What follows belongs to an exercise in optimizing a design on an open flow for small area, a short achievable clock period and few clock cycles per item; a production flow would make more cautious choices.
RTL that was checked went through simulation tests only; none was proved equivalent to the original.
For run 2, only the layout was checked, not whether the RTL still works.
Power is estimated from default activity; no workload was simulated.

==> flow/design.v, too long to show whole: its modules and the start of the top module <==
// module csa_fa: 4 lines
// module csa_ha: 4 lines
// module csa_hai: 4 lines
// module bicubic_tree1: 299 lines
// module bicubic_tree2: 278 lines
// module bicubic_tree3: 256 lines
// module bicubic_pnext: 99 lines
// module bicubic_resampler: 302 lines
// module bicubic_coef: 14 lines
module bicubic_resampler #(
    parameter int LEN_W = bicubic_pkg::LEN_W
) (
    input  wire logic              CLK,
    input  wire logic              RST,
    input  wire logic              start_i,
    input  wire logic [LEN_W-1:0]  src_len_i,
    input  wire logic [LEN_W-1:0]  dst_len_i,
    input  wire logic              src_valid_i,
    input  wire bicubic_pkg::pix_t src_pix_i,
    output logic                   src_ready_o,
    output logic                   out_valid_o,
    output bicubic_pkg::pix_t      out_pix_o,
    input  wire logic              out_ready_i,
    output logic                   done_o
);
  // ...
==> flow/flow/run.sh <==
#!/bin/bash
set -euo pipefail
sed 's/ SETUP_SLACK_MARGIN=[0-9.]* / SETUP_SLACK_MARGIN=6.6 /' standard.sh > standard_margin.sh
grep -q 'SETUP_SLACK_MARGIN=6.6' standard_margin.sh
bash standard_margin.sh > standard.log 2>&1
==> flow/standard.sh <==
#!/bin/bash
# synth_recipe.tcl (not shown) runs the flow's synth.tcl, then flattens the netlist and writes it again
# the make line also repeats each setting of config.mk as NAME=value (left out here)
make -C /OpenROAD-flow-scripts/flow DESIGN_CONFIG=/design/flow/config.mk WORK_HOME=/design/flow/orfs CLKGATE_MAP_FILE= SYNTH_SCRIPT=/design/flow/synth_recipe.tcl "${@:-finish}"
==> flow/config.mk <==
export PLATFORM = sky130hd
export DESIGN_NAME = bicubic_resampler
export DESIGN_NICKNAME = bicubic_resampler
export VERILOG_FILES = /design/flow/design.v
export SDC_FILE = /design/flow/constraint.sdc
export NUM_CORES = 4
export LEC_CHECK = 0
export ABC_CLOCK_PERIOD_IN_PS = 4000
export CAP_MARGIN = 20
export CORE_MARGIN = 2
export CORE_UTILIZATION = 40
export SETUP_SLACK_MARGIN = 5
export SLEW_MARGIN = 20
export SYNTH_HIERARCHICAL = 1
==> flow/constraint.sdc <==
create_clock -name core_clock -period 10.0 [get_ports {CLK}]
set_input_delay 2.0000 -clock core_clock [delete_from_list [all_inputs] [get_ports {CLK}]]
set_output_delay 2.0000 -clock core_clock [all_outputs]
set_load 0.01 [all_outputs]
==> flow_summary.toml, run 1 <==
[hold_path]
holdCritStartpoint = "x3[4]"

[layout]
multi_input_gates = 1798
final_cell_area_mm2 = 0.0307
num-nonclk-inverters = 371
area_delta_synth_final_pct = 12.1
signal_buffers = 121

[worst_setup_path]
ff2ff_path_depth = 11
slowest_delay_ns = 0.59
worst_setup_path_startpoint = "p3[3]"
critPathTopFamily = "adder cells"

[synthesis]
synth_nets = 3209

[grt]
grt_pass1_wl_um = 98200

[cts]
cts_num_sinks = 398
cts-resized-gates = 80

[timing]
slew_violations = 0
finalCritPeriodShare = 0.357
setup_viol = 0
fmax_mhz = 280
holdWs_ns = 0.319

[power_and_ir_drop]
p_int_w = 0.00568
p_comb_frac = 0.538
clkPwrFrac = 0.178

[floorplan]
die_area_mm2 = 0.0705
nWellTaps = 873

[outcome]
status = "no timing/DRC/antenna violations"

[place]
pre_cts_ws_ns = 5.56

[drt]
drcViolationCount = 0
Testbench counts, summed over its fixed seeds: cycles 18,916, items 16,987.
==> module csa_hai, before the edit <==
module csa_hai (input wire a, input wire b, output wire s, output wire co);
    assign s  = ~(a ^ b);
    assign co = a | b;
endmodule
==> module bicubic_tree1, before the edit <==
module bicubic_tree1 (
    input wire [10:0] au,
    input wire [7:0] x,
    input wire [9:0] su,
    output wire [11:0] ya,
    output wire [11:0] yb,
    output wire yc
);
    wire t1;
    wire t2;
    wire t3;
    wire t4;
    wire t5;
    wire t6;
    wire t7;
    wire t8;
    wire t9;
    wire t10;
    wire t11;
    wire t12;
    wire t13;
    wire t14;
    wire t15;
    wire t16;
    wire t17;
    wire t18;
    wire t19;
    wire t20;
    wire t21;
    wire t22;
    wire t23;
    wire t24;
    wire t25;
    wire t26;
    wire t27;
    wire t28;
    wire t29;
    wire t30;
    wire t31;
    wire t32;
    wire t33;
    wire t34;
    wire t35;
    wire t36;
    wire t37;
    wire t38;
    wire t39;
    wire t40;
    wire t41;
    wire t42;
    wire t43;
    wire t44;
    wire t45;
    wire t46;
    wire t47;
    wire t48;
    wire t49;
    wire t50;
    wire t51;
    wire t52;
    wire t53;
    wire t54;
    wire t55;
    wire t56;
    wire t57;
    wire t58;
    wire t59;
    wire t60;
    wire t61;
    wire t62;
    wire t63;
    wire t64;
    wire t65;
    wire t66;
    wire t67;
    wire t68;
    wire t69;
    wire t70;
    wire t71;
    wire t72;
    wire t73;
    wire t74;
    wire t75;
    wire t76;
    wire t77;
    wire t78;
    wire t79;
    wire t80;
    wire t81;
    wire t82;
    wire t83;
    wire t84;
    wire t85;
    wire t86;
    wire t87;
    wire t88;
    wire t89;
    wire t90;
    wire t91;
    wire t92;
    wire t93;
    wire t94;
    wire t95;
    wire t96;
    wire t97;
    wire t98;
    wire t99;
    wire t100;
    wire t101;
    wire t102;
    wire t103;
    wire t104;
    wire t105;
    wire t106;
    wire t107;
    wire t108;
    wire t109;
    wire t110;
    wire t111;
    wire t112;
    wire t113;
    wire t114;
    wire t115;
    wire t116;
    wire t117;
    wire t118;
    wire t119;
    wire t120;
    wire t121;
    wire t122;
    wire t123;
    wire t124;
    wire t125;
    wire t126;
    wire t127;
    wire t128;
    wire t129;
    wire t130;
    wire t131;
    wire t132;
    wire t133;
    wire t134;
    wire t135;
    wire t136;
    wire t137;
    wire t138;
    wire t139;
    wire t140;
    wire t141;
    wire t142;
    wire t143;
    wire t144;
    wire t145;
    wire t146;
    wire t147;
    wire t148;
    wire t149;
    wire t150;
    wire t151;
    wire t152;
    wire t153;
    wire t154;
    wire t155;
    wire t156;
    wire t157;
    wire t158;
    wire t159;
    wire t160;
    wire t161;
    wire t162;
    wire t163;
    wire t164;
    wire t165;
    wire t166;
    wire t167;
    wire t168;
    wire t169;
    wire t170;
    wire t171;
    wire t172;
    wire t173;
    wire t174;
    wire t175;
    wire t176;
    wire t177;
    wire t178;
    wire t179;
    wire t180;
    wire t181;
    wire t182;
    wire t183;
    wire t184;
    wire t185;
    wire t186;
    wire t187;
    wire t188;
    assign t1 = ~au[0];
    assign t2 = ~au[2];
    assign t3 = ~au[9];
    assign t4 = ~au[10];
    csa_hai ht5 (.a(~su[0]), .b(t1), .s(t5), .co(t6));
    csa_fa ft7 (.a(au[0]), .b(au[1]), .c(~su[1]), .s(t7), .co(t8));
    csa_hai ht9 (.a(~(au[2] & x[7])), .b(~(au[3] & x[6])), .s(t9), .co(t10));
    csa_fa ft11 (.a(x[0]), .b(~su[2]), .c(t2), .s(t11), .co(t12));
    csa_fa ft13 (.a(~(au[10] & x[0])), .b(~(au[3] & x[7])), .c(~(au[4] & x[6])), .s(t13), .co(t14));
    csa_fa ft15 (.a(au[2]), .b(au[3]), .c(x[1]), .s(t15), .co(t16));
    csa_fa ft17 (.a(~su[3]), .b(~(au[10] & x[1])), .c(~(au[4] & x[7])), .s(t17), .co(t18));
    csa_fa ft19 (.a(au[4]), .b(x[2]), .c(~su[4]), .s(t19), .co(t20));
    csa_hai ht21 (.a(~(au[0] & x[6])), .b(~(au[1] & x[5])), .s(t21), .co(t22));
    csa_fa ft23 (.a(~(au[0] & x[7])), .b(~(au[1] & x[6])), .c(~(au[2] & x[5])), .s(t23), .co(t24));
    csa_hai ht25 (.a(~(au[3] & x[4])), .b(~(au[4] & x[3])), .s(t25), .co(t26));
    csa_fa ft27 (.a(~(au[1] & x[7])), .b(~(au[2] & x[6])), .c(~(au[3] & x[5])), .s(t27), .co(t28));
    csa_fa ft29 (.a(~(au[4] & x[4])), .b(~(au[5] & x[3])), .c(~(au[6] & x[2])), .s(t29), .co(t30));
    csa_hai ht31 (.a(~(au[7] & x[1])), .b(~(au[8] & x[0])), .s(t31), .co(t32));
    csa_fa ft33 (.a(~(au[4] & x[5])), .b(~(au[5] & x[4])), .c(~(au[6] & x[3])), .s(t33), .co(t34));
    csa_fa ft35 (.a(~(au[7] & x[2])), .b(~(au[8] & x[1])), .c(~(au[9] & x[0])), .s(t35), .co(t36));
    csa_fa ft37 (.a(t6), .b(t9), .c(t7), .s(t37), .co(t38));
    csa_fa ft39 (.a(~(au[5] & x[5])), .b(~(au[6] & x[4])), .c(~(au[7] & x[3])), .s(t39), .co(t40));
    csa_fa ft41 (.a(~(au[8] & x[2])), .b(~(au[9] & x[1])), .c(t10), .s(t41), .co(t42));
    csa_fa ft43 (.a(t8), .b(t11), .c(t13), .s(t43), .co(t44));
    csa_fa ft45 (.a(~(au[5] & x[6])), .b(~(au[6] & x[5])), .c(~(au[7] & x[4])), .s(t45), .co(t46));
    csa_fa ft47 (.a(~(au[8] & x[3])), .b(~(au[9] & x[2])), .c(t12), .s(t47), .co(t48));
    csa_fa ft49 (.a(t15), .b(t14), .c(t17), .s(t49), .co(t50));
    csa_fa ft51 (.a(~(au[10] & x[2])), .b(~(au[5] & x[7])), .c(~(au[6] & x[6])), .s(t51), .co(t52));
    csa_fa ft53 (.a(~(au[7] & x[5])), .b(~(au[8] & x[4])), .c(~(au[9] & x[3])), .s(t53), .co(t54));
    csa_fa ft55 (.a(t16), .b(t19), .c(t18), .s(t55), .co(t56));
    csa_fa ft57 (.a(au[5]), .b(x[3]), .c(~su[5]), .s(t57), .co(t58));
    csa_fa ft59 (.a(~(au[10] & x[3])), .b(~(au[6] & x[7])), .c(~(au[7] & x[6])), .s(t59), .co(t60));
    csa_fa ft61 (.a(~(au[8] & x[5])), .b(~(au[9] & x[4])), .c(t20), .s(t61), .co(t62));
    csa_fa ft63 (.a(au[6]), .b(x[4]), .c(~su[6]), .s(t63), .co(t64));
    csa_fa ft65 (.a(~(au[10] & x[4])), .b(~(au[7] & x[7])), .c(~(au[8] & x[6])), .s(t65), .co(t66));
    csa_fa ft67 (.a(au[7]), .b(x[5]), .c(~su[7]), .s(t67), .co(t68));
    csa_hai ht69 (.a(~(au[0] & x[4])), .b(~(au[1] & x[3])), .s(t69), .co(t70));
    csa_fa ft71 (.a(~(au[0] & x[5])), .b(~(au[1] & x[4])), .c(~(au[2] & x[3])), .s(t71), .co(t72));
    csa_hai ht73 (.a(~(au[3] & x[2])), .b(~(au[4] & x[1])), .s(t73), .co(t74));
    csa_fa ft75 (.a(~(au[2] & x[4])), .b(~(au[3] & x[3])), .c(~(au[4] & x[2])), .s(t75), .co(t76));
    csa_fa ft77 (.a(~(au[5] & x[1])), .b(~(au[6] & x[0])), .c(t21), .s(t77), .co(t78));
    csa_fa ft79 (.a(~(au[5] & x[2])), .b(~(au[6] & x[1])), .c(~(au[7] & x[0])), .s(t79), .co(t80));
    csa_fa ft81 (.a(t22), .b(t25), .c(t23), .s(t81), .co(t82));
    csa_fa ft83 (.a(t26), .b(t5), .c(t31), .s(t83), .co(t84));
    csa_fa ft85 (.a(t24), .b(t27), .c(t29), .s(t85), .co(t86));
    csa_fa ft87 (.a(t32), .b(t28), .c(t30), .s(t87), .co(t88));
    csa_fa ft89 (.a(t33), .b(t35), .c(t37), .s(t89), .co(t90));
    csa_fa ft91 (.a(t34), .b(t36), .c(t39), .s(t91), .co(t92));
    csa_fa ft93 (.a(t41), .b(t38), .c(t43), .s(t93), .co(t94));
    csa_fa ft95 (.a(t40), .b(t45), .c(t42), .s(t95), .co(t96));
    csa_fa ft97 (.a(t47), .b(t44), .c(t49), .s(t97), .co(t98));
    csa_fa ft99 (.a(t46), .b(t51), .c(t53), .s(t99), .co(t100));
    csa_fa ft101 (.a(t48), .b(t55), .c(t50), .s(t101), .co(t102));
    csa_fa ft103 (.a(t57), .b(t52), .c(t54), .s(t103), .co(t104));
    csa_fa ft105 (.a(t59), .b(t61), .c(t56), .s(t105), .co(t106));
    csa_fa ft107 (.a(~(au[9] & x[5])), .b(t58), .c(t63), .s(t107), .co(t108));
    csa_fa ft109 (.a(t60), .b(t65), .c(t62), .s(t109), .co(t110));
    csa_fa ft111 (.a(~(au[10] & x[5])), .b(~(au[8] & x[7])), .c(~(au[9] & x[6])), .s(t111), .co(t112));
    csa_fa ft113 (.a(t64), .b(t67), .c(t66), .s(t113), .co(t114));
    csa_fa ft115 (.a(au[8]), .b(x[6]), .c(~su[8]), .s(t115), .co(t116));
    csa_fa ft117 (.a(~(au[10] & x[6])), .b(~(au[9] & x[7])), .c(t68), .s(t117), .co(t118));
    csa_fa ft119 (.a(x[7]), .b(~su[9]), .c(t3), .s(t119), .co(t120));
    csa_hai ht121 (.a(~(au[0] & x[3])), .b(~(au[1] & x[2])), .s(t121), .co(t122));
    csa_fa ft123 (.a(~(au[2] & x[2])), .b(~(au[3] & x[1])), .c(~(au[4] & x[0])), .s(t123), .co(t124));
    csa_fa ft125 (.a(~(au[5] & x[0])), .b(t70), .c(t73), .s(t125), .co(t126));
    csa_fa ft127 (.a(t74), .b(t72), .c(t75), .s(t127), .co(t128));
    csa_fa ft129 (.a(t76), .b(t79), .c(t78), .s(t129), .co(t130));
    csa_fa ft131 (.a(t80), .b(t83), .c(t82), .s(t131), .co(t132));
    csa_fa ft133 (.a(t84), .b(t87), .c(t86), .s(t133), .co(t134));
    csa_fa ft135 (.a(t88), .b(t91), .c(t90), .s(t135), .co(t136));
    csa_fa ft137 (.a(t92), .b(t95), .c(t94), .s(t137), .co(t138));
    csa_fa ft139 (.a(t99), .b(t96), .c(t98), .s(t139), .co(t140));
    csa_fa ft141 (.a(t103), .b(t100), .c(t102), .s(t141), .co(t142));
    csa_fa ft143 (.a(t104), .b(t107), .c(t109), .s(t143), .co(t144));
    csa_fa ft145 (.a(t111), .b(t108), .c(t113), .s(t145), .co(t146));
    csa_fa ft147 (.a(t115), .b(t112), .c(t117), .s(t147), .co(t148));
    csa_fa ft149 (.a(~(au[10] & x[7])), .b(t116), .c(t119), .s(t149), .co(t150));
    csa_hai ht151 (.a(au[9]), .b(t4), .s(t151), .co(t152));
    csa_hai ht153 (.a(~(au[0] & x[2])), .b(~(au[1] & x[1])), .s(t153), .co(t154));
    csa_fa ft155 (.a(~(au[2] & x[1])), .b(~(au[3] & x[0])), .c(t121), .s(t155), .co(t156));
    csa_fa ft157 (.a(t122), .b(t69), .c(t123), .s(t157), .co(t158));
    csa_fa ft159 (.a(t124), .b(t71), .c(t125), .s(t159), .co(t160));
    csa_fa ft161 (.a(t126), .b(t77), .c(t127), .s(t161), .co(t162));
    csa_fa ft163 (.a(t128), .b(t81), .c(t129), .s(t163), .co(t164));
    csa_fa ft165 (.a(t85), .b(t130), .c(t131), .s(t165), .co(t166));
    csa_fa ft167 (.a(t132), .b(t89), .c(t133), .s(t167), .co(t168));
    csa_fa ft169 (.a(t134), .b(t93), .c(t135), .s(t169), .co(t170));
    csa_fa ft171 (.a(t97), .b(t136), .c(t137), .s(t171), .co(t172));
    csa_fa ft173 (.a(t101), .b(t138), .c(t139), .s(t173), .co(t174));
    csa_fa ft175 (.a(t105), .b(t140), .c(t141), .s(t175), .co(t176));
    csa_fa ft177 (.a(t106), .b(t143), .c(t142), .s(t177), .co(t178));
    csa_fa ft179 (.a(t110), .b(t145), .c(t144), .s(t179), .co(t180));
    csa_fa ft181 (.a(t114), .b(t147), .c(t146), .s(t181), .co(t182));
    csa_fa ft183 (.a(t118), .b(t149), .c(t148), .s(t183), .co(t184));
    csa_fa ft185 (.a(t151), .b(t120), .c(t150), .s(t185), .co(t186));
    csa_hai ht187 (.a(au[10]), .b(t152), .s(t187), .co(t188));
    wire [19:0] ra = {t186, t184, t182, t180, t178, t176, t174, t172, t170, t168, t166, t164, t162, t160, t158, t156, t154, t153, ~(au[0] & x[1]), ~(au[0] & x[0])};
    wire [19:0] rb = {t187, t185, t183, t181, t179, t177, t175, t173, t171, t169, t167, t165, t163, t161, t159, t157, t155, ~(au[2] & x[0]), ~(au[1] & x[0]), 1'b1};
    wire [8:0] lo = {1'b0, ~ra[7:0]} + {1'b0, ~rb[7:0]};
    assign ya = ra[19:8];
    assign yb = rb[19:8];
    assign yc = lo[8];
endmodule
==> module bicubic_tree2, before the edit <==
module bicubic_tree2 (
    input wire [11:0] hu,
    input wire [7:0] x,
    input wire [8:0] cu,
    output wire [10:0] ya,
    output wire [10:0] yb,
    output wire yc
);
    wire t1;
    wire t2;
    wire t3;
    wire t4;
    wire t5;
    wire t6;
    wire t7;
    wire t8;
    wire t9;
    wire t10;
    wire t11;
    wire t12;
    wire t13;
    wire t14;
    wire t15;
    wire t16;
    wire t17;
    wire t18;
    wire t19;
    wire t20;
    wire t21;
    wire t22;
    wire t23;
    wire t24;
    wire t25;
    wire t26;
    wire t27;
    wire t28;
    wire t29;
    wire t30;
    wire t31;
    wire t32;
    wire t33;
    wire t34;
    wire t35;
    wire t36;
    wire t37;
    wire t38;
    wire t39;
    wire t40;
    wire t41;
    wire t42;
    wire t43;
    wire t44;
    wire t45;
    wire t46;
    wire t47;
    wire t48;
    wire t49;
    wire t50;
    wire t51;
    wire t52;
    wire t53;
    wire t54;
    wire t55;
    wire t56;
    wire t57;
    wire t58;
    wire t59;
    wire t60;
    wire t61;
    wire t62;
    wire t63;
    wire t64;
    wire t65;
    wire t66;
    wire t67;
    wire t68;
    wire t69;
    wire t70;
    wire t71;
    wire t72;
    wire t73;
    wire t74;
    wire t75;
    wire t76;
    wire t77;
    wire t78;
    wire t79;
    wire t80;
    wire t81;
    wire t82;
    wire t83;
    wire t84;
    wire t85;
    wire t86;
    wire t87;
    wire t88;
    wire t89;
    wire t90;
    wire t91;
    wire t92;
    wire t93;
    wire t94;
    wire t95;
    wire t96;
    wire t97;
    wire t98;
    wire t99;
    wire t100;
    wire t101;
    wire t102;
    wire t103;
    wire t104;
    wire t105;
    wire t106;
    wire t107;
    wire t108;
    wire t109;
    wire t110;
    wire t111;
    wire t112;
    wire t113;
    wire t114;
    wire t115;
    wire t116;
    wire t117;
    wire t118;
    wire t119;
    wire t120;
    wire t121;
    wire t122;
    wire t123;
    wire t124;
    wire t125;
    wire t126;
    wire t127;
    wire t128;
    wire t129;
    wire t130;
    wire t131;
    wire t132;
    wire t133;
    wire t134;
    wire t135;
    wire t136;
    wire t137;
    wire t138;
    wire t139;
    wire t140;
    wire t141;
    wire t142;
    wire t143;
    wire t144;
    wire t145;
    wire t146;
    wire t147;
    wire t148;
    wire t149;
    wire t150;
    wire t151;
    wire t152;
    wire t153;
    wire t154;
    wire t155;
    wire t156;
    wire t157;
    wire t158;
    wire t159;
    wire t160;
    wire t161;
    wire t162;
    wire t163;
    wire t164;
    wire t165;
    wire t166;
    wire t167;
    wire t168;
    wire t169;
    wire t170;
    wire t171;
    wire t172;
    wire t173;
    wire t174;
    assign t1 = ~x[0];
    assign t2 = ~x[5];
    assign t3 = ~x[5];
    assign t4 = ~x[5];
    csa_hai ht5 (.a(~cu[3]), .b(t1), .s(t5), .co(t6));
    csa_fa ft7 (.a(x[0]), .b(x[1]), .c(~cu[4]), .s(t7), .co(t8));
    csa_hai ht9 (.a(~(hu[0] & x[6])), .b(~(hu[1] & x[5])), .s(t9), .co(t10));
    csa_fa ft11 (.a(~(hu[0] & x[7])), .b(~(hu[1] & x[6])), .c(~(hu[2] & x[5])), .s(t11), .co(t12));
    csa_hai ht13 (.a(~(hu[3] & x[4])), .b(~(hu[4] & x[3])), .s(t13), .co(t14));
    csa_fa ft15 (.a(~cu[0]), .b(~(hu[1] & x[7])), .c(~(hu[2] & x[6])), .s(t15), .co(t16));
    csa_fa ft17 (.a(~(hu[3] & x[5])), .b(~(hu[4] & x[4])), .c(~(hu[5] & x[3])), .s(t17), .co(t18));
    csa_hai ht19 (.a(~(hu[6] & x[2])), .b(~(hu[7] & x[1])), .s(t19), .co(t20));
    csa_fa ft21 (.a(~cu[1]), .b(~(hu[2] & x[7])), .c(~(hu[3] & x[6])), .s(t21), .co(t22));
    csa_fa ft23 (.a(~(hu[4] & x[5])), .b(~(hu[5] & x[4])), .c(~(hu[6] & x[3])), .s(t23), .co(t24));
    csa_fa ft25 (.a(~(hu[7] & x[2])), .b(~(hu[8] & x[1])), .c(~(hu[9] & x[0])), .s(t25), .co(t26));
    csa_fa ft27 (.a(~cu[2]), .b(~(hu[10] & x[0])), .c(~(hu[3] & x[7])), .s(t27), .co(t28));
    csa_fa ft29 (.a(~(hu[4] & x[6])), .b(~(hu[5] & x[5])), .c(~(hu[6] & x[4])), .s(t29), .co(t30));
    csa_fa ft31 (.a(~(hu[7] & x[3])), .b(~(hu[8] & x[2])), .c(~(hu[9] & x[1])), .s(t31), .co(t32));
    csa_fa ft33 (.a(~(hu[10] & x[1])), .b(~(hu[11] & x[0])), .c(~(hu[4] & x[7])), .s(t33), .co(t34));
    csa_fa ft35 (.a(~(hu[5] & x[6])), .b(~(hu[6] & x[5])), .c(~(hu[7] & x[4])), .s(t35), .co(t36));
    csa_fa ft37 (.a(~(hu[8] & x[3])), .b(~(hu[9] & x[2])), .c(t5), .s(t37), .co(t38));
    csa_fa ft39 (.a(~(hu[10] & x[2])), .b(~(hu[11] & x[1])), .c(~(hu[5] & x[7])), .s(t39), .co(t40));
    csa_fa ft41 (.a(~(hu[6] & x[6])), .b(~(hu[7] & x[5])), .c(~(hu[8] & x[4])), .s(t41), .co(t42));
    csa_fa ft43 (.a(~(hu[9] & x[3])), .b(t6), .c(t7), .s(t43), .co(t44));
    csa_fa ft45 (.a(x[2]), .b(~cu[5]), .c(~(hu[10] & x[3])), .s(t45), .co(t46));
    csa_fa ft47 (.a(~(hu[11] & x[2])), .b(~(hu[6] & x[7])), .c(~(hu[7] & x[6])), .s(t47), .co(t48));
    csa_fa ft49 (.a(~(hu[8] & x[5])), .b(~(hu[9] & x[4])), .c(t8), .s(t49), .co(t50));
    csa_fa ft51 (.a(x[3]), .b(~cu[6]), .c(~(hu[10] & x[4])), .s(t51), .co(t52));
    csa_fa ft53 (.a(~(hu[11] & x[3])), .b(~(hu[7] & x[7])), .c(~(hu[8] & x[6])), .s(t53), .co(t54));
    csa_fa ft55 (.a(x[4]), .b(~cu[7]), .c(~(hu[10] & x[5])), .s(t55), .co(t56));
    csa_hai ht57 (.a(~(hu[0] & x[4])), .b(~(hu[1] & x[3])), .s(t57), .co(t58));
    csa_fa ft59 (.a(~(hu[0] & x[5])), .b(~(hu[1] & x[4])), .c(~(hu[2] & x[3])), .s(t59), .co(t60));
    csa_hai ht61 (.a(~(hu[3] & x[2])), .b(~(hu[4] & x[1])), .s(t61), .co(t62));
    csa_fa ft63 (.a(~(hu[2] & x[4])), .b(~(hu[3] & x[3])), .c(~(hu[4] & x[2])), .s(t63), .co(t64));
    csa_fa ft65 (.a(~(hu[5] & x[1])), .b(~(hu[6] & x[0])), .c(t9), .s(t65), .co(t66));
    csa_fa ft67 (.a(~(hu[5] & x[2])), .b(~(hu[6] & x[1])), .c(~(hu[7] & x[0])), .s(t67), .co(t68));
    csa_fa ft69 (.a(t10), .b(t13), .c(t11), .s(t69), .co(t70));
    csa_fa ft71 (.a(~(hu[8] & x[0])), .b(t14), .c(t19), .s(t71), .co(t72));
    csa_fa ft73 (.a(t12), .b(t15), .c(t17), .s(t73), .co(t74));
    csa_fa ft75 (.a(t20), .b(t16), .c(t18), .s(t75), .co(t76));
    csa_fa ft77 (.a(t21), .b(t23), .c(t25), .s(t77), .co(t78));
    csa_fa ft79 (.a(t22), .b(t24), .c(t26), .s(t79), .co(t80));
    csa_fa ft81 (.a(t27), .b(t29), .c(t31), .s(t81), .co(t82));
    csa_fa ft83 (.a(t28), .b(t30), .c(t32), .s(t83), .co(t84));
    csa_fa ft85 (.a(t33), .b(t35), .c(t37), .s(t85), .co(t86));
    csa_fa ft87 (.a(t34), .b(t36), .c(t39), .s(t87), .co(t88));
    csa_fa ft89 (.a(t41), .b(t38), .c(t43), .s(t89), .co(t90));
    csa_fa ft91 (.a(t40), .b(t42), .c(t45), .s(t91), .co(t92));
    csa_fa ft93 (.a(t47), .b(t44), .c(t49), .s(t93), .co(t94));
    csa_fa ft95 (.a(~(hu[9] & x[5])), .b(t46), .c(t48), .s(t95), .co(t96));
    csa_fa ft97 (.a(t51), .b(t53), .c(t50), .s(t97), .co(t98));
    csa_fa ft99 (.a(~(hu[11] & x[4])), .b(~(hu[8] & x[7])), .c(~(hu[9] & x[6])), .s(t99), .co(t100));
    csa_fa ft101 (.a(t52), .b(t54), .c(t55), .s(t101), .co(t102));
    csa_fa ft103 (.a(~cu[8]), .b(t2), .c(~(hu[10] & x[6])), .s(t103), .co(t104));
    csa_fa ft105 (.a(~(hu[11] & x[5])), .b(~(hu[9] & x[7])), .c(t56), .s(t105), .co(t106));
    csa_fa ft107 (.a(x[6]), .b(t3), .c(~(hu[10] & x[7])), .s(t107), .co(t108));
    csa_hai ht109 (.a(~(hu[0] & x[3])), .b(~(hu[1] & x[2])), .s(t109), .co(t110));
    csa_fa ft111 (.a(~(hu[2] & x[2])), .b(~(hu[3] & x[1])), .c(~(hu[4] & x[0])), .s(t111), .co(t112));
    csa_fa ft113 (.a(~(hu[5] & x[0])), .b(t58), .c(t61), .s(t113), .co(t114));
    csa_fa ft115 (.a(t62), .b(t60), .c(t63), .s(t115), .co(t116));
    csa_fa ft117 (.a(t64), .b(t67), .c(t66), .s(t117), .co(t118));
    csa_fa ft119 (.a(t68), .b(t71), .c(t70), .s(t119), .co(t120));
    csa_fa ft121 (.a(t72), .b(t75), .c(t74), .s(t121), .co(t122));
    csa_fa ft123 (.a(t76), .b(t79), .c(t78), .s(t123), .co(t124));
    csa_fa ft125 (.a(t80), .b(t83), .c(t82), .s(t125), .co(t126));
    csa_fa ft127 (.a(t84), .b(t87), .c(t86), .s(t127), .co(t128));
    csa_fa ft129 (.a(t88), .b(t91), .c(t90), .s(t129), .co(t130));
    csa_fa ft131 (.a(t95), .b(t92), .c(t94), .s(t131), .co(t132));
    csa_fa ft133 (.a(t99), .b(t96), .c(t101), .s(t133), .co(t134));
    csa_fa ft135 (.a(t100), .b(t103), .c(t105), .s(t135), .co(t136));
    csa_fa ft137 (.a(~(hu[11] & x[6])), .b(t104), .c(t107), .s(t137), .co(t138));
    csa_fa ft139 (.a(x[7]), .b(t4), .c(~(hu[11] & x[7])), .s(t139), .co(t140));
    csa_hai ht141 (.a(~(hu[0] & x[2])), .b(~(hu[1] & x[1])), .s(t141), .co(t142));
    csa_fa ft143 (.a(~(hu[2] & x[1])), .b(~(hu[3] & x[0])), .c(t109), .s(t143), .co(t144));
    csa_fa ft145 (.a(t110), .b(t57), .c(t111), .s(t145), .co(t146));
    csa_fa ft147 (.a(t112), .b(t59), .c(t113), .s(t147), .co(t148));
    csa_fa ft149 (.a(t114), .b(t65), .c(t115), .s(t149), .co(t150));
    csa_fa ft151 (.a(t116), .b(t69), .c(t117), .s(t151), .co(t152));
    csa_fa ft153 (.a(t73), .b(t118), .c(t119), .s(t153), .co(t154));
    csa_fa ft155 (.a(t77), .b(t120), .c(t121), .s(t155), .co(t156));
    csa_fa ft157 (.a(t81), .b(t122), .c(t123), .s(t157), .co(t158));
    csa_fa ft159 (.a(t85), .b(t124), .c(t125), .s(t159), .co(t160));
    csa_fa ft161 (.a(t126), .b(t89), .c(t127), .s(t161), .co(t162));
    csa_fa ft163 (.a(t93), .b(t128), .c(t129), .s(t163), .co(t164));
    csa_fa ft165 (.a(t97), .b(t130), .c(t131), .s(t165), .co(t166));
    csa_fa ft167 (.a(t98), .b(t133), .c(t132), .s(t167), .co(t168));
    csa_fa ft169 (.a(t102), .b(t134), .c(t135), .s(t169), .co(t170));
    csa_fa ft171 (.a(t106), .b(t137), .c(t136), .s(t171), .co(t172));
    csa_fa ft173 (.a(t108), .b(t139), .c(t138), .s(t173), .co(t174));
    wire [18:0] ra = {t172, t170, t168, t166, t164, t162, t160, t158, t156, t154, t152, t150, t148, t146, t144, t142, t141, ~(hu[0] & x[1]), ~(hu[0] & x[0])};
    wire [18:0] rb = {t173, t171, t169, t167, t165, t163, t161, t159, t157, t155, t153, t151, t149, t147, t145, t143, ~(hu[2] & x[0]), ~(hu[1] & x[0]), 1'b1};
    wire [8:0] lo = {1'b0, ~ra[7:0]} + {1'b0, ~rb[7:0]};
    assign ya = ra[18:8];
    assign yb = rb[18:8];
    assign yc = lo[8];
endmodule
==> module bicubic_tree3, before the edit <==
module bicubic_tree3 (
    input wire [10:0] hu,
    input wire [7:0] x,
    input wire [7:0] p,
    output wire [9:0] ya,
    output wire [9:0] yb,
    output wire yc
);
    wire t1;
    wire t2;
    wire t3;
    wire t4;
    wire t5;
    wire t6;
    wire t7;
    wire t8;
    wire t9;
    wire t10;
    wire t11;
    wire t12;
    wire t13;
    wire t14;
    wire t15;
    wire t16;
    wire t17;
    wire t18;
    wire t19;
    wire t20;
    wire t21;
    wire t22;
    wire t23;
    wire t24;
    wire t25;
    wire t26;
    wire t27;
    wire t28;
    wire t29;
    wire t30;
    wire t31;
    wire t32;
    wire t33;
    wire t34;
    wire t35;
    wire t36;
    wire t37;
    wire t38;
    wire t39;
    wire t40;
    wire t41;
    wire t42;
    wire t43;
    wire t44;
    wire t45;
    wire t46;
    wire t47;
    wire t48;
    wire t49;
    wire t50;
    wire t51;
    wire t52;
    wire t53;
    wire t54;
    wire t55;
    wire t56;
    wire t57;
    wire t58;
    wire t59;
    wire t60;
    wire t61;
    wire t62;
    wire t63;
    wire t64;
    wire t65;
    wire t66;
    wire t67;
    wire t68;
    wire t69;
    wire t70;
    wire t71;
    wire t72;
    wire t73;
    wire t74;
    wire t75;
    wire t76;
    wire t77;
    wire t78;
    wire t79;
    wire t80;
    wire t81;
    wire t82;
    wire t83;
    wire t84;
    wire t85;
    wire t86;
    wire t87;
    wire t88;
    wire t89;
    wire t90;
    wire t91;
    wire t92;
    wire t93;
    wire t94;
    wire t95;
    wire t96;
    wire t97;
    wire t98;
    wire t99;
    wire t100;
    wire t101;
    wire t102;
    wire t103;
    wire t104;
    wire t105;
    wire t106;
    wire t107;
    wire t108;
    wire t109;
    wire t110;
    wire t111;
    wire t112;
    wire t113;
    wire t114;
    wire t115;
    wire t116;
    wire t117;
    wire t118;
    wire t119;
    wire t120;
    wire t121;
    wire t122;
    wire t123;
    wire t124;
    wire t125;
    wire t126;
    wire t127;
    wire t128;
    wire t129;
    wire t130;
    wire t131;
    wire t132;
    wire t133;
    wire t134;
    wire t135;
    wire t136;
    wire t137;
    wire t138;
    wire t139;
    wire t140;
    wire t141;
    wire t142;
    wire t143;
    wire t144;
    wire t145;
    wire t146;
    wire t147;
    wire t148;
    wire t149;
    wire t150;
    wire t151;
    wire t152;
    wire t153;
    wire t154;
    wire t155;
    wire t156;
    wire t157;
    wire t158;
    wire t159;
    wire t160;
    assign t1 = ~~(hu[1] & x[7]);
    assign t2 = ~x[0];
    csa_hai ht3 (.a(~p[0]), .b(~(hu[1] & x[7])), .s(t3), .co(t4));
    csa_fa ft5 (.a(~p[1]), .b(t2), .c(~(hu[10] & x[0])), .s(t5), .co(t6));
    csa_fa ft7 (.a(x[0]), .b(x[1]), .c(~p[2]), .s(t7), .co(t8));
    csa_hai ht9 (.a(~(hu[0] & x[6])), .b(~(hu[1] & x[5])), .s(t9), .co(t10));
    csa_fa ft11 (.a(~(hu[0] & x[7])), .b(~(hu[1] & x[6])), .c(~(hu[2] & x[5])), .s(t11), .co(t12));
    csa_hai ht13 (.a(~(hu[3] & x[4])), .b(~(hu[4] & x[3])), .s(t13), .co(t14));
    csa_fa ft15 (.a(~(hu[2] & x[6])), .b(~(hu[3] & x[5])), .c(~(hu[4] & x[4])), .s(t15), .co(t16));
    csa_fa ft17 (.a(~(hu[5] & x[3])), .b(~(hu[6] & x[2])), .c(~(hu[7] & x[1])), .s(t17), .co(t18));
    csa_fa ft19 (.a(~(hu[2] & x[7])), .b(~(hu[3] & x[6])), .c(~(hu[4] & x[5])), .s(t19), .co(t20));
    csa_fa ft21 (.a(~(hu[5] & x[4])), .b(~(hu[6] & x[3])), .c(~(hu[7] & x[2])), .s(t21), .co(t22));
    csa_hai ht23 (.a(~(hu[8] & x[1])), .b(~(hu[9] & x[0])), .s(t23), .co(t24));
    csa_fa ft25 (.a(~(hu[3] & x[7])), .b(~(hu[4] & x[6])), .c(~(hu[5] & x[5])), .s(t25), .co(t26));
    csa_fa ft27 (.a(~(hu[6] & x[4])), .b(~(hu[7] & x[3])), .c(~(hu[8] & x[2])), .s(t27), .co(t28));
    csa_fa ft29 (.a(~(hu[9] & x[1])), .b(t4), .c(t5), .s(t29), .co(t30));
    csa_fa ft31 (.a(~(hu[10] & x[1])), .b(~(hu[4] & x[7])), .c(~(hu[5] & x[6])), .s(t31), .co(t32));
    csa_fa ft33 (.a(~(hu[6] & x[5])), .b(~(hu[7] & x[4])), .c(~(hu[8] & x[3])), .s(t33), .co(t34));
    csa_fa ft35 (.a(~(hu[9] & x[2])), .b(t7), .c(t6), .s(t35), .co(t36));
    csa_fa ft37 (.a(x[2]), .b(~p[3]), .c(~(hu[10] & x[2])), .s(t37), .co(t38));
    csa_fa ft39 (.a(~(hu[5] & x[7])), .b(~(hu[6] & x[6])), .c(~(hu[7] & x[5])), .s(t39), .co(t40));
    csa_fa ft41 (.a(~(hu[8] & x[4])), .b(~(hu[9] & x[3])), .c(t8), .s(t41), .co(t42));
    csa_fa ft43 (.a(x[3]), .b(~p[4]), .c(~(hu[10] & x[3])), .s(t43), .co(t44));
    csa_fa ft45 (.a(~(hu[6] & x[7])), .b(~(hu[7] & x[6])), .c(~(hu[8] & x[5])), .s(t45), .co(t46));
    csa_fa ft47 (.a(x[4]), .b(~p[5]), .c(~(hu[10] & x[4])), .s(t47), .co(t48));
    csa_hai ht49 (.a(~(hu[0] & x[4])), .b(~(hu[1] & x[3])), .s(t49), .co(t50));
    csa_fa ft51 (.a(~(hu[0] & x[5])), .b(~(hu[1] & x[4])), .c(~(hu[2] & x[3])), .s(t51), .co(t52));
    csa_hai ht53 (.a(~(hu[3] & x[2])), .b(~(hu[4] & x[1])), .s(t53), .co(t54));
    csa_fa ft55 (.a(~(hu[2] & x[4])), .b(~(hu[3] & x[3])), .c(~(hu[4] & x[2])), .s(t55), .co(t56));
    csa_fa ft57 (.a(~(hu[5] & x[1])), .b(~(hu[6] & x[0])), .c(t9), .s(t57), .co(t58));
    csa_fa ft59 (.a(~(hu[5] & x[2])), .b(~(hu[6] & x[1])), .c(~(hu[7] & x[0])), .s(t59), .co(t60));
    csa_fa ft61 (.a(t10), .b(t13), .c(t11), .s(t61), .co(t62));
    csa_fa ft63 (.a(~(hu[8] & x[0])), .b(t1), .c(t14), .s(t63), .co(t64));
    csa_fa ft65 (.a(t12), .b(t15), .c(t17), .s(t65), .co(t66));
    csa_fa ft67 (.a(t23), .b(t3), .c(t16), .s(t67), .co(t68));
    csa_fa ft69 (.a(t18), .b(t19), .c(t21), .s(t69), .co(t70));
    csa_fa ft71 (.a(t24), .b(t20), .c(t22), .s(t71), .co(t72));
    csa_fa ft73 (.a(t25), .b(t27), .c(t29), .s(t73), .co(t74));
    csa_fa ft75 (.a(t26), .b(t28), .c(t31), .s(t75), .co(t76));
    csa_fa ft77 (.a(t33), .b(t35), .c(t30), .s(t77), .co(t78));
    csa_fa ft79 (.a(t32), .b(t34), .c(t37), .s(t79), .co(t80));
    csa_fa ft81 (.a(t39), .b(t41), .c(t36), .s(t81), .co(t82));
    csa_fa ft83 (.a(~(hu[9] & x[4])), .b(t38), .c(t40), .s(t83), .co(t84));
    csa_fa ft85 (.a(t43), .b(t45), .c(t42), .s(t85), .co(t86));
    csa_fa ft87 (.a(~(hu[7] & x[7])), .b(~(hu[8] & x[6])), .c(~(hu[9] & x[5])), .s(t87), .co(t88));
    csa_fa ft89 (.a(t44), .b(t46), .c(t47), .s(t89), .co(t90));
    csa_fa ft91 (.a(x[5]), .b(~p[6]), .c(~(hu[10] & x[5])), .s(t91), .co(t92));
    csa_fa ft93 (.a(~(hu[8] & x[7])), .b(~(hu[9] & x[6])), .c(t48), .s(t93), .co(t94));
    csa_fa ft95 (.a(x[6]), .b(~p[7]), .c(~(hu[10] & x[6])), .s(t95), .co(t96));
    csa_hai ht97 (.a(~(hu[0] & x[3])), .b(~(hu[1] & x[2])), .s(t97), .co(t98));
    csa_fa ft99 (.a(~(hu[2] & x[2])), .b(~(hu[3] & x[1])), .c(~(hu[4] & x[0])), .s(t99), .co(t100));
    csa_fa ft101 (.a(~(hu[5] & x[0])), .b(t50), .c(t53), .s(t101), .co(t102));
    csa_fa ft103 (.a(t54), .b(t52), .c(t55), .s(t103), .co(t104));
    csa_fa ft105 (.a(t56), .b(t59), .c(t58), .s(t105), .co(t106));
    csa_fa ft107 (.a(t60), .b(t63), .c(t62), .s(t107), .co(t108));
    csa_fa ft109 (.a(t64), .b(t67), .c(t66), .s(t109), .co(t110));
    csa_fa ft111 (.a(t68), .b(t71), .c(t70), .s(t111), .co(t112));
    csa_fa ft113 (.a(t72), .b(t75), .c(t74), .s(t113), .co(t114));
    csa_fa ft115 (.a(t76), .b(t79), .c(t78), .s(t115), .co(t116));
    csa_fa ft117 (.a(t83), .b(t80), .c(t85), .s(t117), .co(t118));
    csa_fa ft119 (.a(t87), .b(t84), .c(t89), .s(t119), .co(t120));
    csa_fa ft121 (.a(t88), .b(t91), .c(t93), .s(t121), .co(t122));
    csa_fa ft123 (.a(~(hu[9] & x[7])), .b(t92), .c(t95), .s(t123), .co(t124));
    csa_hai ht125 (.a(x[7]), .b(~(hu[10] & x[7])), .s(t125), .co(t126));
    csa_hai ht127 (.a(~(hu[0] & x[2])), .b(~(hu[1] & x[1])), .s(t127), .co(t128));
    csa_fa ft129 (.a(~(hu[2] & x[1])), .b(~(hu[3] & x[0])), .c(t97), .s(t129), .co(t130));
    csa_fa ft131 (.a(t98), .b(t49), .c(t99), .s(t131), .co(t132));
    csa_fa ft133 (.a(t100), .b(t51), .c(t101), .s(t133), .co(t134));
    csa_fa ft135 (.a(t102), .b(t57), .c(t103), .s(t135), .co(t136));
    csa_fa ft137 (.a(t104), .b(t61), .c(t105), .s(t137), .co(t138));
    csa_fa ft139 (.a(t65), .b(t106), .c(t107), .s(t139), .co(t140));
    csa_fa ft141 (.a(t69), .b(t108), .c(t109), .s(t141), .co(t142));
    csa_fa ft143 (.a(t110), .b(t111), .c(t73), .s(t143), .co(t144));
    csa_fa ft145 (.a(t112), .b(t77), .c(t113), .s(t145), .co(t146));
    csa_fa ft147 (.a(t81), .b(t114), .c(t115), .s(t147), .co(t148));
    csa_fa ft149 (.a(t82), .b(t117), .c(t116), .s(t149), .co(t150));
    csa_fa ft151 (.a(t86), .b(t119), .c(t118), .s(t151), .co(t152));
    csa_fa ft153 (.a(t90), .b(t120), .c(t121), .s(t153), .co(t154));
    csa_fa ft155 (.a(t94), .b(t123), .c(t122), .s(t155), .co(t156));
    csa_fa ft157 (.a(t125), .b(t96), .c(t124), .s(t157), .co(t158));
    csa_hai ht159 (.a(1'b0), .b(t126), .s(t159), .co(t160));
    wire [18:0] ra = {t158, t156, t154, t152, t150, t148, t146, t144, t142, t140, t138, t136, t134, t132, t130, t128, t127, ~(hu[0] & x[1]), ~(hu[0] & x[0])};
    wire [18:0] rb = {t159, t157, t155, t153, t151, t149, t147, t145, t143, t141, t139, t137, t135, t133, t131, t129, ~(hu[2] & x[0]), ~(hu[1] & x[0]), 1'b1};
    wire [9:0] lo = {1'b0, ~ra[8:0]} + {1'b0, ~rb[8:0]};
    assign ya = ra[18:9];
    assign yb = rb[18:9];
    assign yc = lo[9];
endmodule
==> module bicubic_resampler, before the edit <==
module bicubic_resampler #(
    parameter int LEN_W = bicubic_pkg::LEN_W
) (
    input  wire logic              CLK,
    input  wire logic              RST,
    input  wire logic              start_i,
    input  wire logic [LEN_W-1:0]  src_len_i,
    input  wire logic [LEN_W-1:0]  dst_len_i,
    input  wire logic              src_valid_i,
    input  wire bicubic_pkg::pix_t src_pix_i,
    output logic                   src_ready_o,
    output logic                   out_valid_o,
    output bicubic_pkg::pix_t      out_pix_o,
    input  wire logic              out_ready_i,
    output logic                   done_o
);
    localparam int QN = 7;   
    logic             busy;        
    logic             done_r;
    logic [LEN_W-1:0] den;         
    logic [LEN_W-1:0] src_left;    
    logic             sl_nz;       
    logic [7:0]       nb;          
    logic             nbv;         
    logic             srdy;        
    logic [LEN_W-1:0] out_left;    
    logic             ol_nz;       
    logic             k8;          
    logic             loaded;      
    logic             filling;     
    logic [1:0]       fsh;         
    logic             out0;        
    logic             prep;        
    logic [QN-1:0]    oc;          
    logic [1:0]       dcnt;        
    logic             ddone;       
    logic [7:0]       kq;          
    logic [LEN_W-1:0] rr;          
    logic [7:0]       xr;          
    logic [7:0]       xn;          
    logic [LEN_W-1:0] en;          
    logic             sh;          
    logic [7:0]         p1, p2, p3;
    logic signed [10:0] ca;
    logic signed [9:0]  cs;        
    logic signed [8:0]  cc;
    logic signed [10:0] pa;        
    logic start_go, pop, iss0, issr, iss, run, avail, step, take, win_sh, use_nb;
    logic [7:0] npix;
    logic [7:0] x_in;
    assign start_go = start_i && !busy;
    assign pop      = out_valid_o && out_ready_i;
    assign run    = prep && ol_nz && !oc[QN-1];
    assign avail  = nbv || !sl_nz;
    assign src_ready_o = srdy;
    assign take   = srdy && src_valid_i;
    assign step   = filling && avail;                     
    assign iss0   = busy && loaded && !out0;
    assign issr   = run && (!sh || avail);
    assign iss    = iss0 || issr;
    assign win_sh = (step && loaded) || (issr && sh);
    assign use_nb = nbv && (step || (issr && sh));
    assign npix   = nbv ? nb : p3;
    assign x_in   = out0 ? xr : 8'd0;
    logic [LEN_W+1:0] sd;          
    logic [LEN_W+3:0] u1, ua, ub;  
    logic [LEN_W-1:0] r1, r2;
    logic             q1, q2;
    always_comb begin
        sd = {1'b0, src_len_i, 1'b0} + {2'b01, ~dst_len_i};
        u1 = {3'b0, en, 1'b0} - {4'b0, den};
        ub = {2'b0, en, 2'b0} - {4'b0, den};
        ua = {2'b0, en, 2'b0} - {3'b0, den, 1'b0} - {4'b0, den};
        q1 = !u1[LEN_W+3];
        r1 = q1 ? u1[LEN_W-1:0] : {en[LEN_W-2:0], 1'b0};
        if (q1) begin
            q2 = !ua[LEN_W+3];
            r2 = q2 ? ua[LEN_W-1:0] : {u1[LEN_W-2:0], 1'b0};
        end else begin
            q2 = !ub[LEN_W+3];
            r2 = q2 ? ub[LEN_W-1:0] : {en[LEN_W-3:0], 2'b0};
        end
    end
    logic       ecar;
    logic [8:0] xsum;
    logic [9:0] xcs;
    always_comb begin
        ecar = (en >= den);
        xcs  = {1'b0, xn, 1'b1} + {1'b0, kq, ecar};
        xsum = xcs[9:1];
    end
    logic busy_n, out0_n, ddone_n, filling_n, prep_n, fin, sl_nz_n, nbv_n, ol_nz_n, sh_n, dlast;
    logic [QN-1:0] oc_n;
    always_comb begin
        dlast     = !ddone && dcnt == 2'd3;
        fin       = pop && oc[0] && !oc[1] && !ol_nz;     
        busy_n    = start_go || (busy && !fin);
        out0_n    = !start_go && (out0 || iss0);
        ddone_n   = !start_go && (ddone || dlast);
        filling_n = start_go || (filling && !(step && loaded && fsh == 2'd1));
        prep_n    = busy_n && out0_n && ddone_n && !filling_n;
        sl_nz_n   = start_go || (take ? (src_left != LEN_W'(1)) : sl_nz);
        nbv_n     = !start_go && (take || (nbv && !use_nb));
        ol_nz_n   = start_go || (iss ? (out_left != LEN_W'(1)) : ol_nz);
        if (iss && !pop)      oc_n = {oc[QN-2:0], 1'b1};
        else if (!iss && pop) oc_n = {1'b0, oc[QN-1:1]};
        else                  oc_n = oc;
        if (dlast)     sh_n = k8 | kq[6];
        else if (issr) sh_n = xsum[8] | k8;
        else           sh_n = sh;
    end
    logic srdy_n;
    logic [3:0] srdy_c;
    always_comb begin
        for (int k = 0; k < 4; k++) begin
            logic tk, pp;
            logic sl_nz_k, nbv_k, full_k;
            tk = k[0];
            pp = k[1];
            sl_nz_k = start_go || (tk ? (src_left != LEN_W'(1)) : sl_nz);
            nbv_k   = !start_go && (tk || (nbv && !use_nb));
            if (iss && !pp)      full_k = oc[QN-2];
            else if (!iss && pp) full_k = 1'b0;
            else                 full_k = oc[QN-1];
            srdy_c[k] = (start_go || busy) && sl_nz_k
                        && (!nbv_k || filling_n
                            || ((start_go || busy) && out0_n && ddone_n && !filling_n
                                && ol_nz_n && !full_k && sh_n));
        end
        srdy_n = srdy_c[{pop, take}];
    end
    always_ff @(posedge CLK) begin
        if (RST) begin
            busy    <= 1'b0;
            done_r  <= 1'b0;
            oc      <= '0;
            filling <= 1'b0;
            prep    <= 1'b0;
            srdy    <= 1'b0;
        end else begin
            busy    <= busy_n;
            filling <= filling_n;
            prep    <= prep_n;
            oc      <= oc_n;
            srdy    <= srdy_n;
            if (start_go) done_r <= 1'b0;
            else if (fin) done_r <= 1'b1;
        end
    end
    always_ff @(posedge CLK) begin
        out0  <= out0_n;
        ddone <= ddone_n;
        sl_nz <= sl_nz_n;
        nbv   <= nbv_n;
        ol_nz <= ol_nz_n;
        sh    <= sh_n;
        if (take) nb <= src_pix_i;
        if (dlast && !k8) den <= LEN_W'(den - r1);
        if (start_go) begin
            den      <= dst_len_i - 1'b1;
            k8       <= (src_len_i == dst_len_i);
            src_left <= src_len_i;
            out_left <= dst_len_i;
            loaded   <= 1'b0;
            fsh      <= (src_len_i == dst_len_i) ? 2'd3 : 2'd2;
            dcnt     <= 2'd0;
        end else begin
            if (take) src_left <= src_left - 1'b1;
            if (iss)  out_left <= out_left - 1'b1;
            if (step) begin
                loaded <= 1'b1;
                if (loaded) fsh <= fsh - 1'b1;
            end
            if (!ddone) dcnt <= dcnt + 1'b1;
        end
    end
    always_ff @(posedge CLK) begin
        if (start_go) begin
            en <= sd[LEN_W+1] ? sd[LEN_W-1:0] : LEN_W'({src_len_i, 1'b0} - 2'd2);
            kq <= {7'd0, sd[LEN_W+1]};
        end else if (!ddone && dcnt != 2'd3) begin
            en <= r2;
            kq <= {kq[5:0], q1, q2};
        end else if (dlast) begin
            kq  <= k8 ? 8'd0 : {kq[6:0], q1};
            rr  <= k8 ? '0 : r1;
            xr  <= k8 ? 8'd0 : {kq[6:0], q1};
            xn  <= k8 ? 8'd0 : {kq[5:0], q1, q2};
            en  <= k8 ? '0 : r2;
        end else if (issr) begin
            xr <= xn;
            xn <= xsum[7:0];
            en <= ecar ? LEN_W'(en - den) : LEN_W'(en + rr);
        end
    end
    logic signed [10:0] na, npb;
    logic signed [9:0]  ns;
    logic signed [8:0]  nc;
    bicubic_coef u_coef (.p1(p1), .p2(p2), .p3(p3), .n(npix), .pa(pa), .a(na), .s(ns), .c(nc));
    bicubic_pnext u_pnext (.p2(p2), .p3(p3), .n(nb), .pn(npb));
    always_ff @(posedge CLK) begin
        if (step && !loaded) begin
            p1 <= nb;
            p2 <= nb;
            p3 <= nb;
            ca <= '0;
            cs <= '0;
            cc <= '0;
            pa <= -$signed({3'b0, nb});
        end else if (win_sh) begin
            p1 <= p2;
            p2 <= p3;
            p3 <= npix;
            ca <= na;
            cs <= ns;
            cc <= nc;
            pa <= nbv ? npb : -$signed({3'b0, p2});    
        end
    end
    logic [5:1]         v;
    logic [11:0]        r1a, r1b;
    logic               r1c;
    logic [11:0]        h1;
    logic [10:0]        r2a, r2b;
    logic               r2c;
    logic [10:0]        h2;
    logic [9:0]         r3a, r3b;
    logic               r3c;
    logic signed [8:0]  c1, c2;
    logic [7:0]         pp1, pp2, pp3, pp4;
    logic [7:0]         x1, x2, x3, x4;
    logic [11:0] t1a, t1b;
    logic        t1c;
    logic [10:0] t2a, t2b;
    logic        t2c;
    logic [9:0]  t3a, t3b;
    logic        t3c;
    logic [12:0] h1c;
    logic [11:0] h2c;
    logic [10:0] y3c;
    logic [9:0]  y3;
    logic [7:0]  res;
    bicubic_tree1 u_t1 (.au({~ca[10], ca[9:0]}), .x(x_in), .su({~cs[9], cs[8:0]}), .ya(t1a), .yb(t1b), .yc(t1c));
    assign h1c = {~r1a, 1'b1} + {~r1b, r1c};
    bicubic_tree2 u_t2 (.hu({~h1[11], h1[10:0]}), .x(x2), .cu({~c2[8], c2[7:0]}), .ya(t2a), .yb(t2b), .yc(t2c));
    assign h2c = {~r2a, 1'b1} + {~r2b, r2c};
    bicubic_tree3 u_t3 (.hu({~h2[10], h2[9:0]}), .x(x4), .p(pp4), .ya(t3a), .yb(t3b), .yc(t3c));
    assign y3c = {~r3a, 1'b1} + {~r3b, r3c};
    assign y3  = y3c[10:1];
    assign res = y3[9] ? 8'd0 : (y3[8] ? 8'hff : y3[7:0]);
    always_ff @(posedge CLK) begin
        if (RST) v <= '0;
        else     v <= {v[4:1], iss};
    end
    always_ff @(posedge CLK) begin
        r1a <= t1a;
        r1b <= t1b;
        r1c <= t1c;
        c1  <= cc;
        pp1 <= p1;
        x1  <= x_in;
        h1  <= h1c[12:1];
        c2  <= c1;
        pp2 <= pp1;
        x2  <= x1;
        r2a <= t2a;
        r2b <= t2b;
        r2c <= t2c;
        pp3 <= pp2;
        x3  <= x2;
        h2  <= h2c[11:1];
        pp4 <= pp3;
        x4  <= x3;
        r3a <= t3a;
        r3b <= t3b;
        r3c <= t3c;
    end
    logic [7:0]    qe [QN];
    logic [QN-1:0] qv;
    logic [QN-1:0] qv_hold, qv_pop;
    logic [7:0]    qe_hold [QN];
    logic [7:0]    qe_pop [QN];
    always_comb begin
        qv_hold = v[5] ? {qv[QN-2:0], 1'b1} : qv;
        qv_pop  = v[5] ? qv : {1'b0, qv[QN-1:1]};
        for (int i = 0; i < QN; i++) begin
            qe_hold[i] = (v[5] && !qv[i] && (i == 0 || qv[(i + QN - 1) % QN])) ? res : qe[i];
            if (i == QN - 1) qe_pop[i] = qe[i];
            else qe_pop[i] = (v[5] && qv[i] && !qv[(i + 1) % QN]) ? res : qe[(i + 1) % QN];
        end
    end
    always_ff @(posedge CLK) begin
        if (RST) qv <= '0;
        else     qv <= pop ? qv_pop : qv_hold;
        for (int i = 0; i < QN; i++) begin
            qe[i] <= pop ? qe_pop[i] : qe_hold[i];
        end
    end
    assign out_valid_o = qv[0];
    assign out_pix_o   = qe[0];
    assign done_o      = done_r;
endmodule
==> run 2: changes to the inputs <==
--- a/flow/design.v
+++ b/flow/design.v
@@ -36,8 +36,14 @@
     assign co = a & b;
 endmodule
 module csa_hai (input wire a, input wire b, output wire s, output wire co);
-    assign s  = ~(a ^ b);
-    assign co = a | b;
+    csa_xnor u_s (.a(a), .b(b), .y(s));
+    csa_or   u_c (.a(a), .b(b), .y(co));
+endmodule
+module csa_xnor (input wire a, input wire b, output wire y);
+    assign y = ~(a ^ b);
+endmodule
+module csa_or (input wire a, input wire b, output wire y);
+    assign y = a | b;
 endmodule
 module bicubic_tree1 (
     input wire [10:0] au,
@@ -333,10 +339,10 @@
     csa_hai ht187 (.a(au[10]), .b(t152), .s(t187), .co(t188));
     wire [19:0] ra = {t186, t184, t182, t180, t178, t176, t174, t172, t170, t168, t166, t164, t162, t160, t158, t156, t154, t153, ~(au[0] & x[1]), ~(au[0] & x[0])};
     wire [19:0] rb = {t187, t185, t183, t181, t179, t177, t175, t173, t171, t169, t167, t165, t163, t161, t159, t157, t155, ~(au[2] & x[0]), ~(au[1] & x[0]), 1'b1};
-    wire [8:0] lo = {1'b0, ~ra[7:0]} + {1'b0, ~rb[7:0]};
+    wire [9:0] lo = {1'b0, ra[7:0], 1'b1} + {1'b0, rb[7:0], 1'b1};
     assign ya = ra[19:8];
     assign yb = rb[19:8];
-    assign yc = lo[8];
+    assign yc = ~lo[9];
 endmodule
 module bicubic_tree2 (
     input wire [11:0] hu,
@@ -611,10 +617,10 @@
     csa_fa ft173 (.a(t108), .b(t139), .c(t138), .s(t173), .co(t174));
     wire [18:0] ra = {t172, t170, t168, t166, t164, t162, t160, t158, t156, t154, t152, t150, t148, t146, t144, t142, t141, ~(hu[0] & x[1]), ~(hu[0] & x[0])};
     wire [18:0] rb = {t173, t171, t169, t167, t165, t163, t161, t159, t157, t155, t153, t151, t149, t147, t145, t143, ~(hu[2] & x[0]), ~(hu[1] & x[0]), 1'b1};
-    wire [8:0] lo = {1'b0, ~ra[7:0]} + {1'b0, ~rb[7:0]};
+    wire [9:0] lo = {1'b0, ra[7:0], 1'b1} + {1'b0, rb[7:0], 1'b1};
     assign ya = ra[18:8];
     assign yb = rb[18:8];
-    assign yc = lo[8];
+    assign yc = ~lo[9];
 endmodule
 module bicubic_tree3 (
     input wire [10:0] hu,
@@ -867,10 +873,10 @@
     csa_hai ht159 (.a(1'b0), .b(t126), .s(t159), .co(t160));
     wire [18:0] ra = {t158, t156, t154, t152, t150, t148, t146, t144, t142, t140, t138, t136, t134, t132, t130, t128, t127, ~(hu[0] & x[1]), ~(hu[0] & x[0])};
     wire [18:0] rb = {t159, t157, t155, t153, t151, t149, t147, t145, t143, t141, t139, t137, t135, t133, t131, t129, ~(hu[2] & x[0]), ~(hu[1] & x[0]), 1'b1};
-    wire [9:0] lo = {1'b0, ~ra[8:0]} + {1'b0, ~rb[8:0]};
+    wire [10:0] lo = {1'b0, ra[8:0], 1'b1} + {1'b0, rb[8:0], 1'b1};
     assign ya = ra[18:9];
     assign yb = rb[18:9];
-    assign yc = lo[9];
+    assign yc = ~lo[10];
 endmodule
 `default_nettype wire
 `timescale 1ns/1ps
@@ -1220,12 +1226,12 @@
     logic [9:0]  y3;
     logic [7:0]  res;
     bicubic_tree1 u_t1 (.au({~ca[10], ca[9:0]}), .x(x_in), .su({~cs[9], cs[8:0]}), .ya(t1a), .yb(t1b), .yc(t1c));
-    assign h1c = {~r1a, 1'b1} + {~r1b, r1c};
+    assign h1c = {r1a, 1'b1} + {r1b, ~r1c};
     bicubic_tree2 u_t2 (.hu({~h1[11], h1[10:0]}), .x(x2), .cu({~c2[8], c2[7:0]}), .ya(t2a), .yb(t2b), .yc(t2c));
-    assign h2c = {~r2a, 1'b1} + {~r2b, r2c};
+    assign h2c = {r2a, 1'b1} + {r2b, ~r2c};
     bicubic_tree3 u_t3 (.hu({~h2[10], h2[9:0]}), .x(x4), .p(pp4), .ya(t3a), .yb(t3b), .yc(t3c));
-    assign y3c = {~r3a, 1'b1} + {~r3b, r3c};
-    assign y3  = y3c[10:1];
+    assign y3c = {r3a, 1'b1} + {r3b, ~r3c};
+    assign y3  = ~y3c[10:1];
     assign res = y3[9] ? 8'd0 : (y3[8] ? 8'hff : y3[7:0]);
     always_ff @(posedge CLK) begin
         if (RST) v <= '0;
@@ -1238,7 +1244,7 @@
         c1  <= cc;
         pp1 <= p1;
         x1  <= x_in;
-        h1  <= h1c[12:1];
+        h1  <= ~h1c[12:1];
         c2  <= c1;
         pp2 <= pp1;
         x2  <= x1;
@@ -1247,7 +1253,7 @@
         r2c <= t2c;
         pp3 <= pp2;
         x3  <= x2;
-        h2  <= h2c[11:1];
+        h2  <= ~h2c[11:1];
         pp4 <= pp3;
         x4  <= x3;
         r3a <= t3a;
==> run 2 against run 1 <==
Synthesized cell count shrank 6.5%. Non-clock buffer count grew 22. Clock skew grew 0.015 ns. Synthesized area shrank 2.2%. First-iteration DRC count shrank 18%. Flip-flop and latch count is the same. Routed wire length grew 1.9%. Global-route usage grew 0.43 points. Clock-buffer cell count shrank 5. Clock power shrank 3%. Setup slack lost 0.086 ns. Critical endpoint is now pa[9]. Largest cell class unchanged.
==> flow_summary.toml, run 2 <==
[grt]
grt_max_degree = 39
grt_overflow_total = 0
grt_pass1_wl_um = 98500
grt_util_all_layers = 0.175
grt_pass1_vias = 19000
antenna_found_initial = 3

[cts]
clockBufferDepth = 3
ctsRootBufferMaster = "clkbuf_16"
cts_num_sinks = 398
clkLatencyLatePin_ns = 0.57
cts_inserted_buffers = 44
htreeDepth = 2
clk_pin_slew_ns = 0.06
tritoncts = "built"

[timing]
tns_ns = 0
finalCritPeriodShare = 0.366
rsz0062_at_grt = "true"
setup_viol = 0
worstMarginPinSlew_ns = 0.908
max_slew_margin = 0.394
fmax_mhz = 273
hold_viol_final = 0
min_period_ns = 3.66
slew_violations = 0
fin_skew_ns = 0.0256

[worst_setup_path]
worstSetupEndpointType = "flop"
critPathKind = "reg -> reg"
path_max_fanout = 4
startpoint_type = "flop"
required_ns = 10.40
arrival_ns = 4.06

[drt]
drcViolationCount = 0
routedWlPerCell_um = 17.4
drtAntennaViolNets = 0
vias = 18100
drt_pass1_iterations = 5
routed_wirelength_um = 60400
routed_via_density = 5.22
first_iter_violations = 1009

[layout]
drive_gt1_frac = 0.160
max_flop_register = "qe"
final_cell_area_mm2 = 0.0303
fillers = 6051
layout_common_cells = "392 x nand2_1, 261 x fa_1, 230 x dfxtp_1"
layout_commonest_cell = "nand2_1"
multiInputGateArea_mm2 = 0.0164
largest_register_ffs = 56
diodes = 0
area_delta_synth_final_pct = 13.3
regArea_mm2 = 0.00954
nNetsFinal = 3024

[floorplan]
die_h_um = 263
core-area_mm2 = 0.0660
start_util = 0.406
die_width_um = 263
die_area_mm2 = 0.0690
ios = 38
rows = 94

[power_and_ir_drop]
powerDensity_mw_per_mm2 = 315
ir_drop_mv = 0.388
p_comb_frac = 0.554
p_leak_nw = 10.9
clkPwrFrac = 0.171
p_seq_frac = 0.275
netSwitchingPower_w = 0.00381
p_int_w = 0.00575
sw_frac_of_total = 0.399

[hold_path]
hp-class = "reg -> reg"

[flow_run]
drv_cap = 0

[place]
dp_hpwl_um = 44500
placed_cell_area_mm2 = 0.0275
io_buffers = 37
place_congestion = 0.883

[synthesis]
syn_inst = 2556
synth_nets = 3003
ys_warn_count = 10
synth.avg_cell_area_um2 = 10.5
synthesis.area_mm2 = 0.0268

[outcome]
status = "no timing/DRC/antenna violations"
run 2: cell count changes in the layout (fill, tap and decap cells not counted), moves of 9 or more:
cell | before | now
inv_1 | 357 | 147
ha_1 | 167 | 129
inv_2 | 8 | 17
buf_4 | 75 | 95
or2_1 | 0 | 27
o22ai_1 | 36 | 5
xnor2_1 | 74 | 97
nor2_1 | 151 | 107
a21oi_1 | 95 | 111
or2_2 | 4 | 15
a22o_1 | 12 | 39
a211oi_1 | 11 | 22
nor3_1 | 30 | 43
run 2: path summary, 6_finish.rpt:
kind | startpoint | end | slack, ns | cells past startpoint
setup / recovery | nb[1] | pa[9] | 6.34 | 13
hold / removal | pp1[7] | pp2[7] | 0.32 | 0
setup reg to reg | nb[1] | pa[9] | 6.34 | 13
hold reg to reg | pp1[7] | pp2[7] | 0.32 | 0
run 2: metrics by stage:
| step | hold WS (ns) | power, W | util | instances | setup slack, ns |
|---|---|---|---|---|---|
| after CTS | 0.324 | 0.00920 | 0.451 | 3443 | 6.38 |
| after floorplan | 0.310 | 0.00636 | - | 2556 | 6.33 |
| after global routing | 0.323 | 0.0103 | 0.459 | 3475 | 6.22 |
| after detailed placement | 0.312 | 0.00717 | 0.417 | 3296 | 5.37 |
| after global placement | 0.310 | 0.00705 | 0.417 | 3296 | 5.39 |
| final | 0.320 | 0.00956 | 0.459 | 3475 | 6.34 |
run 2: power by group through the flow:
| stage | Sequential, W | Combinational [W] | Clock [W] |
|---|---|---|---|
| 5_1_grt | 0.00267 | 0.00586 | 0.00175 |
| 6_report | 0.00263 | 0.00529 | 0.00164 |
| 3_3_place_gp | 0.00267 | 0.00438 | 0 |
| 2_1_floorplan | 0.00243 | 0.00392 | 0 |
| 4_1_cts | 0.00262 | 0.00490 | 0.00168 |
| 3_5_place_dp | 0.00268 | 0.00449 | 0 |
run 2: final cells by class:
class | instances | share of cell area
inverter | 169 | 0.0214
timing repair buffer | 143 | 0.0390
clock buffer | 51 | 0.0382
tap | 864 | 0.0357
clock inverter | 29 | 0.0100
multi-input combinational | 1821 | 0.541
sequential | 398 | 0.315
run 2: timing repair:
action | CTS | global route
endpoints found under the setup margin | 97 | 48
hold buffers | 0 | 0
gates resized for setup | 120 | 91
setup buffers | 67 | 32
gates cloned | 0 | 0
pin swaps | 25 | 40
run 2: worst max-delay path: stages, from the launching register on:
cell      delay (ns)
edfxtp_1        0.43
inv_2           0.08
fa_2            0.40
fa_1            0.52
fa_1            0.47
ha_4            0.28
and3_1          0.21
a221oi_4        0.20
nand2b_1        0.12
a31oi_2         0.20
xnor2_1         0.13
inv_1           0.08
a22o_1          0.22
a22oi_2         0.16
run 2: metal layers:
layer	track usage	share of wire
met5	0	0.00068
met1	0.229	0.45
met4	0.0511	0.023
met3	0.0266	0.044
met2	0.300	0.48

separate check: timing with driven ports:
The results above use ideal ports. As a check the final layouts listed here were re-extracted and re-timed, cells and wires unchanged.
Step 1: set_driving_cell puts a clkbuf_16 on CLK and a buf_2 on each other input, an assumption about the parent block.
Step 2 times the ports against the registers' clock, not the clock port: input delays grow and output delays shrink by t, the midpoint of the rising clock arrivals with the driver on.
a / b / c = ideal / step 1 / step 2; a / b = the first two.
run	shift t [ns]	slack for setup (ns)	slew at the worst register clock pin (ns)	worst data-port slew with drivers (ns)
run 1	0.631	6.429 / 6.429 / 6.073	0.06 / 0.06	0.05
run 2	0.621	6.343 / 6.343 / 6.028	0.07 / 0.07	0.08
After both steps setup and hold are still met in every run listed. For run 1, which loses most, drivers alone change the setup slack by 0.000 ns; drivers and shift together by -0.356 ns.
